Context: an optimization exercise on an open-source flow, tuned for small area, a short achievable clock period and few clock cycles per item. The choices shown serve that exercise and are no tape-out recipe.
At most, simulation tests tie the RTL to the original design; equivalence was not proved.
Power is estimated from default activity; no workload was simulated.

## lane 1
==> module conv_accumulator, before the edit <==
module conv_accumulator #(
   parameter int IN_W   = 8,
   parameter int ACC_W  = 32,
   parameter int OUT_CH = 16,
   parameter int LEN_W  = 16
) (
   input  wire logic                    clk,
   input  wire logic                    rst,
   input  wire logic                    start,
   input  wire logic [LEN_W-1:0]        len,
   input  wire logic [OUT_CH*ACC_W-1:0] bias,
   input  wire logic [IN_W-1:0]         act_in,
   input  wire logic [OUT_CH*IN_W-1:0]  wgt_in,
   input  wire logic                    in_valid,
   output wire logic                    in_ready,
   output wire logic [OUT_CH*ACC_W-1:0] acc_out,
   output wire logic                    acc_valid,
   output wire logic                    busy,
   output wire logic                    sat_flag
);
   localparam int ND = IN_W / 2;       
   localparam int GRP_CH = 4;
   localparam int NG     = OUT_CH / GRP_CH;
   logic [NG-1:0]    accum_q;          
   logic [NG-1:0]    in_ready_q, busy_q;
   logic [LEN_W-1:0] rem_q;            
   logic             acc_valid_q, sat_q;
   logic             last1_q, last2_q, last3_q;    
   logic             slow1_q, slow2_q;             
   logic             near_any;         
   wire [NG-1:0] accept_g = {NG{start}} & ~busy_q;
   wire [NG-1:0] take_g   = {NG{in_valid}} & in_ready_q;
   wire accept  = accept_g[0];
   wire take    = take_g[0];
   wire last    = (rem_q == {{(LEN_W-1){1'b0}}, 1'b1});
   wire len_nz  = (len != '0);
   for (genvar g = 0; g < NG; g++) begin : g_ctl
      wire accum_d = accept_g[g] ? len_nz : (accum_q[g] & ~(take_g[g] & last));
      always_ff @(posedge clk or posedge rst) begin
         if (rst) begin
            accum_q[g]    <= 1'b0;
            in_ready_q[g] <= 1'b0;
            busy_q[g]     <= 1'b0;
         end else begin
            accum_q[g]    <= accum_d;
            in_ready_q[g] <= accum_d & ~(near_any & take_g[g]);
            busy_q[g]     <= accum_d | (take_g[g] & last) | last1_q | (last2_q & slow2_q);
         end
      end
   end
   always_ff @(posedge clk or posedge rst) begin
      if (rst) begin
         acc_valid_q <= 1'b0;
         last1_q     <= 1'b0;
         last2_q     <= 1'b0;
         last3_q     <= 1'b0;
         slow1_q     <= 1'b0;
         slow2_q     <= 1'b0;
      end else begin
         last1_q     <= take & last;
         slow1_q     <= near_any;
         last2_q     <= last1_q;
         slow2_q     <= slow1_q;
         last3_q     <= last2_q & slow2_q;
         acc_valid_q <= (last2_q & ~slow2_q) | last3_q | (accept & ~len_nz);
      end
   end
   always_ff @(posedge clk) begin
      if (!busy_q[0]) rem_q <= len;
      else if (take)  rem_q <= rem_q - 1'b1;
   end
   logic [ND-1:0] one_q [NG], two_q [NG], neg_q [NG];
   logic [OUT_CH*IN_W-1:0] wgt_q;
   for (genvar g = 0; g < NG; g++) begin : g_dig
      logic [ND-1:0] one_d, two_d, neg_d;
      for (genvar j = 0; j < ND; j++) begin : g_rec
         wire b2 = act_in[2*j+1];
         wire b1 = act_in[2*j];
         wire b0 = (j == 0) ? 1'b0 : act_in[(j == 0) ? 0 : 2*j-1];
         assign one_d[j] = take_g[g] & (b1 ^ b0);
         assign two_d[j] = take_g[g] & ((b2 & ~b1 & ~b0) | (~b2 & b1 & b0));
         assign neg_d[j] = take_g[g] & b2 & ~(b1 & b0);
      end
      always_ff @(posedge clk or posedge rst) begin
         if (rst) begin
            one_q[g] <= '0;
            two_q[g] <= '0;
            neg_q[g] <= '0;
         end else begin
            one_q[g] <= one_d;
            two_q[g] <= two_d;
            neg_q[g] <= neg_d;
         end
      end
   end
   always_ff @(posedge clk) wgt_q <= wgt_in;
   logic [OUT_CH*ACC_W-1:0] acc_q;
   logic [OUT_CH-1:0]       ovp_q, ovn_q, near;
   for (genvar c = 0; c < OUT_CH; c++) begin : g_ch
      logic [17:0] ra_d, rb_d, ra_q, rb_q;    
      logic [31:0] acc_d;
      logic        ovp_d, ovn_d;
      cm_tree u_tree (
         .w(wgt_q[c*IN_W +: IN_W]), .one(one_q[c/GRP_CH]), .two(two_q[c/GRP_CH]), .neg(neg_q[c/GRP_CH]),
         .ra(ra_d), .rb(rb_d)
      );
      always_ff @(posedge clk) begin
         ra_q <= ra_d;
         rb_q <= rb_d;
      end
      cm_acc u_acc (
         .acc(acc_q[c*ACC_W +: ACC_W]), .ra(ra_q), .rb(rb_q),
         .bias(bias[c*ACC_W +: ACC_W]), .load(~busy_q[c/GRP_CH]),
         .ovp_q(ovp_q[c]), .ovn_q(ovn_q[c]),
         .acc_d(acc_d), .ovp_d(ovp_d), .ovn_d(ovn_d), .near(near[c])
      );
      always_ff @(posedge clk) begin
         acc_q[c*ACC_W +: ACC_W] <= acc_d;
         ovp_q[c] <= ovp_d;
         ovn_q[c] <= ovn_d;
      end
   end
   assign near_any = |near;
   always_ff @(posedge clk or posedge rst) begin
      if (rst)         sat_q <= 1'b0;
      else if (accept) sat_q <= 1'b0;
      else             sat_q <= sat_q | (|ovp_q) | (|ovn_q);
   end
   assign acc_out   = acc_q;
   assign acc_valid = acc_valid_q;
   assign sat_flag  = sat_q;
   assign in_ready  = in_ready_q[0];
   assign busy      = busy_q[0];
endmodule
==> flow/config.mk <==
export PLATFORM = sky130hd
export DESIGN_NAME = conv_accumulator
export DESIGN_NICKNAME = conv_accumulator
export VERILOG_FILES = /design/flow/design.v
export SDC_FILE = /design/flow/constraint.sdc
export NUM_CORES = 4
export LEC_CHECK = 0
export ABC_AREA = 1
export CAP_MARGIN = 20
export CORE_MARGIN = 2
export CORE_UTILIZATION = 65
export SLEW_MARGIN = 20
==> flow/constraint.sdc <==
create_clock -name core_clock -period 9.0 [get_ports {clk}]
set_input_delay 1.8000 -clock core_clock [delete_from_list [all_inputs] [get_ports {clk}]]
set_output_delay 1.8000 -clock core_clock [all_outputs]
set_load 0.01 [all_outputs]
standard.sh (not shown) runs the stock make flow with config.mk's settings and CLKGATE_MAP_FILE= SYNTH_SCRIPT=/design/flow/synth_recipe.tcl, a recipe that flattens the netlist after the stock synthesis.
==> flow/flow/run.sh <==
#!/bin/bash
# Layout flow: the standard flow (standard.sh: unchanged synthesis and
# steps) with these changes to how the layout is made:
#  * ports are buffered with sky130_fd_sc_hd__buf_1 instead of the default
#    pick, a delay buffer (clkdlybuf4s50_1) that is larger and slower;
#    timing repair still resizes them where needed;
#  * clock tree synthesis clusters up to 22 sinks per leaf buffer and adds no
#    dummy loads (fewer, fuller leaf buffers).
# Each tool's output is in orfs/logs/ (ORFS's own logs); what standard.sh
# prints goes to standard.log.
set -euo pipefail
here=$(pwd)
export BUFFER_PORTS_ARGS="-buffer_cell sky130_fd_sc_hd__buf_1"
export CTS_ARGS="-sink_clustering_enable -repair_clock_nets -dont_use_dummy_load -sink_clustering_size 22 -sink_clustering_max_diameter 80"
bash standard.sh SETUP_SLACK_MARGIN=6 finish > "$here/standard.log" 2>&1
Input-level comparison between lane 2 and lane 1:
--- a/flow/design.v
+++ b/flow/design.v
@@ -21,22 +21,22 @@
 );
    localparam int ND = IN_W / 2;       
    localparam int GRP_CH = 4;
    localparam int NG     = OUT_CH / GRP_CH;
-   logic [NG-1:0]    accum_q;          
-   logic [NG-1:0]    in_ready_q, busy_q;
+   logic [NG:0]      accum_q;          
+   logic [NG:0]      in_ready_q, busy_q;
    logic [LEN_W-1:0] rem_q;            
    logic             acc_valid_q, sat_q;
    logic             last1_q, last2_q, last3_q;    
    logic             slow1_q, slow2_q;             
    logic             near_any;         
-   wire [NG-1:0] accept_g = {NG{start}} & ~busy_q;
-   wire [NG-1:0] take_g   = {NG{in_valid}} & in_ready_q;
+   wire [NG:0] accept_g = {(NG+1){start}} & ~busy_q;
+   wire [NG:0] take_g   = {(NG+1){in_valid}} & in_ready_q;
    wire accept  = accept_g[0];
    wire take    = take_g[0];
    wire last    = (rem_q == {{(LEN_W-1){1'b0}}, 1'b1});
    wire len_nz  = (len != '0);
-   for (genvar g = 0; g < NG; g++) begin : g_ctl
+   for (genvar g = 0; g <= NG; g++) begin : g_ctl
       wire accum_d = accept_g[g] ? len_nz : (accum_q[g] & ~(take_g[g] & last));
       always_ff @(posedge clk or posedge rst) begin
          if (rst) begin
             accum_q[g]    <= 1'b0;
@@ -129,10 +129,10 @@
    end
    assign acc_out   = acc_q;
    assign acc_valid = acc_valid_q;
    assign sat_flag  = sat_q;
-   assign in_ready  = in_ready_q[0];
-   assign busy      = busy_q[0];
+   assign in_ready  = in_ready_q[NG];
+   assign busy      = busy_q[NG];
 endmodule
 `default_nettype wire
 module cm_tree (
    input  wire logic [7:0]  w,
### Flow results
- Lane 2: no failed stages, no open violations at the end
- In the metrics for lane 2 and lane 1, the one carrying the higher portion of the clock cycle consumed by the worst path in the final layout is lane 1.
- As far as area after synthesis is concerned, lane 2 and lane 1 perform about the same.
- First-pass GRT wire length was lower in lane 1 than in lane 2.
- Status: multi-input logic portion of the cell area parity (lane 2, lane 1)
- Comparing per-instance average area after synthesis for lane 2 and lane 1, the bigger number came from lane 1.
- Relative to lane 1, global routing usage on met2 has gone up in lane 2.
- Taking lane 1 as the reference, in lane 2 fmax now larger, wire length the detailed router placed on met1 now larger, total iterations of the first detailed-routing run now smaller, count of placed standard cells in the final layout, fillers left out comparable.
Testbench counts of lane 2, summed over its fixed seeds: cycles 18,820, beats 17,372.
Function not checked in lane 1: the RTL went through the layout flow alone.

* * *

== alpha ==
conv_accumulator, a different RTL version from the one above (not shown whole).
For scale: roughly 1,200 flip-flops, about 1,200 I/O pins, ~75,000 um2 of cells after synthesis.
clock: 9.0 ns
lec_check: 0
abc_area: 1
cap_margin: 20
core_margin: 2
core_utilization: 65
slew_margin: 20
==> flow/flow/run.sh <==
#!/bin/bash
# Layout flow: the standard flow (standard.sh: unchanged synthesis and
# steps) with these changes to how the layout is made:
#  * ports are buffered with sky130_fd_sc_hd__buf_1 instead of the default
#    pick, a delay buffer (clkdlybuf4s50_1) that is larger and slower;
#    timing repair still resizes them where needed;
#  * clock tree synthesis clusters up to 22 sinks per leaf buffer and adds no
#    dummy loads (fewer, fuller leaf buffers).
# Each tool's output is in orfs/logs/ (ORFS's own logs); what standard.sh
# prints goes to standard.log.
set -euo pipefail
here=$(pwd)
export BUFFER_PORTS_ARGS="-buffer_cell sky130_fd_sc_hd__buf_1"
export CTS_ARGS="-sink_clustering_enable -repair_clock_nets -dont_use_dummy_load -sink_clustering_size 22 -sink_clustering_max_diameter 80"
bash standard.sh SETUP_SLACK_MARGIN=5.9 finish > "$here/standard.log" 2>&1
Testbench counts of alpha, summed over its fixed seeds: cycles 18,820, beats 17,372.
Here is what was changed in the inputs of beta compared with alpha.
--- a/flow/design.v
+++ b/flow/design.v
@@ -418,14 +418,16 @@
    wire a_all0155 = a_all0154 & ~hi[13];
    wire a_all0156 = a_all0155 & ~hi[14];
    wire [15:0] all0 = {a_all0156, a_all0155, a_all0154, a_all0153, a_all0152, a_all0151, a_all0150, a_all0149, a_all0148, a_all0147, a_all0146, a_all0145, a_all0144, a_all0143, ~hi[0], 1'b1};
    wire [15:0] flip1 = c16 ? all1 : 16'd0;     
    wire [15:0] flip0 = c16 ? 16'd0 : all0;     
    wire        at_max = ~hi[15] & all1[15];
    wire        at_min = hi[15] & all0[15];
    assign ovp_d = cy & c16 & at_max;
    assign ovn_d = ~cy & ~c16 & at_min;
    assign near = hi[15] ^ hi[14];
+   wire [31:0] fix  = load ? bias : (ovp_q ? 32'h7fffffff : 32'h80000000);
    wire        keep = ~load & ~ovp_q & ~ovn_q;
-   wire [31:0] rail = {~load & ovn_q, {31{~load & ovp_q}}};
-   assign acc_d = ({32{load}} & bias) | rail | ({32{keep}} & {hi ^ (cy ? flip1 : flip0), t});
+   wire [15:0] hi1  = keep ? hi ^ flip1 : fix[31:16];
+   wire [15:0] hi0  = keep ? hi ^ flip0 : fix[31:16];
+   assign acc_d = {cy ? hi1 : hi0, keep ? t : fix[15:0]};
 endmodule
Results
- beta vs alpha, count of inserted tapcells went up by 12.
- Taking alpha as 1.0, beta lands at 0.940 on total power.
- Length of routed met3 wiring (higher): alpha
- beta and alpha ended up with roughly the same sequential share of layout area.
- Looking at compound-cell area share of the yosys netlist, beta sits 0.80 points lower than alpha does.
- Detailed route, beta vs alpha: via total lower for beta
- The multi-input gate area in the final layout on alpha is in line with that on beta.
- Taking alpha as the reference, in beta die area picked up an extra 810 um2; area of all placed cells without fillers neither gained nor lost much; combinational power lost 8.7%.
- For alpha, the slowest stage cell on the critical path was dfrtp_2, unlike beta, where it was nor2_1.
For beta, only the layout was checked, not whether the RTL still works.

-- static timing again, ports no longer ideal --
How much do the figures lean on ideal ports? The routed layouts below were timed once more, with nothing changed but the port constraints.
Step 1 assumes that a clkbuf_16 drives the clock port and a buf_2 every other input.
Step 2 moves the port delays by t, midway between the first and last clock arrival at a register: inputs arrive t later, outputs are due t later. That takes back most of the time a late clock gives input paths.
Three values: ideal ports, drivers, drivers and shift; two values: the first two.
run	t (ns)	setup slack, ns	pins driven straight from the clock port
lane 1	0.756	5.794 / 5.708 / 5.481	1
lane 2	0.774	5.815 / 5.724 / 5.403	1
alpha	0.763	5.882 / 5.797 / 5.348	1
beta	0.765	5.882 / 5.794 / 5.434	1
After both steps setup and hold are still met in every run listed. The setup slack of alpha, which loses most, moves by -0.085 ns with the drivers and by -0.534 ns with both steps.
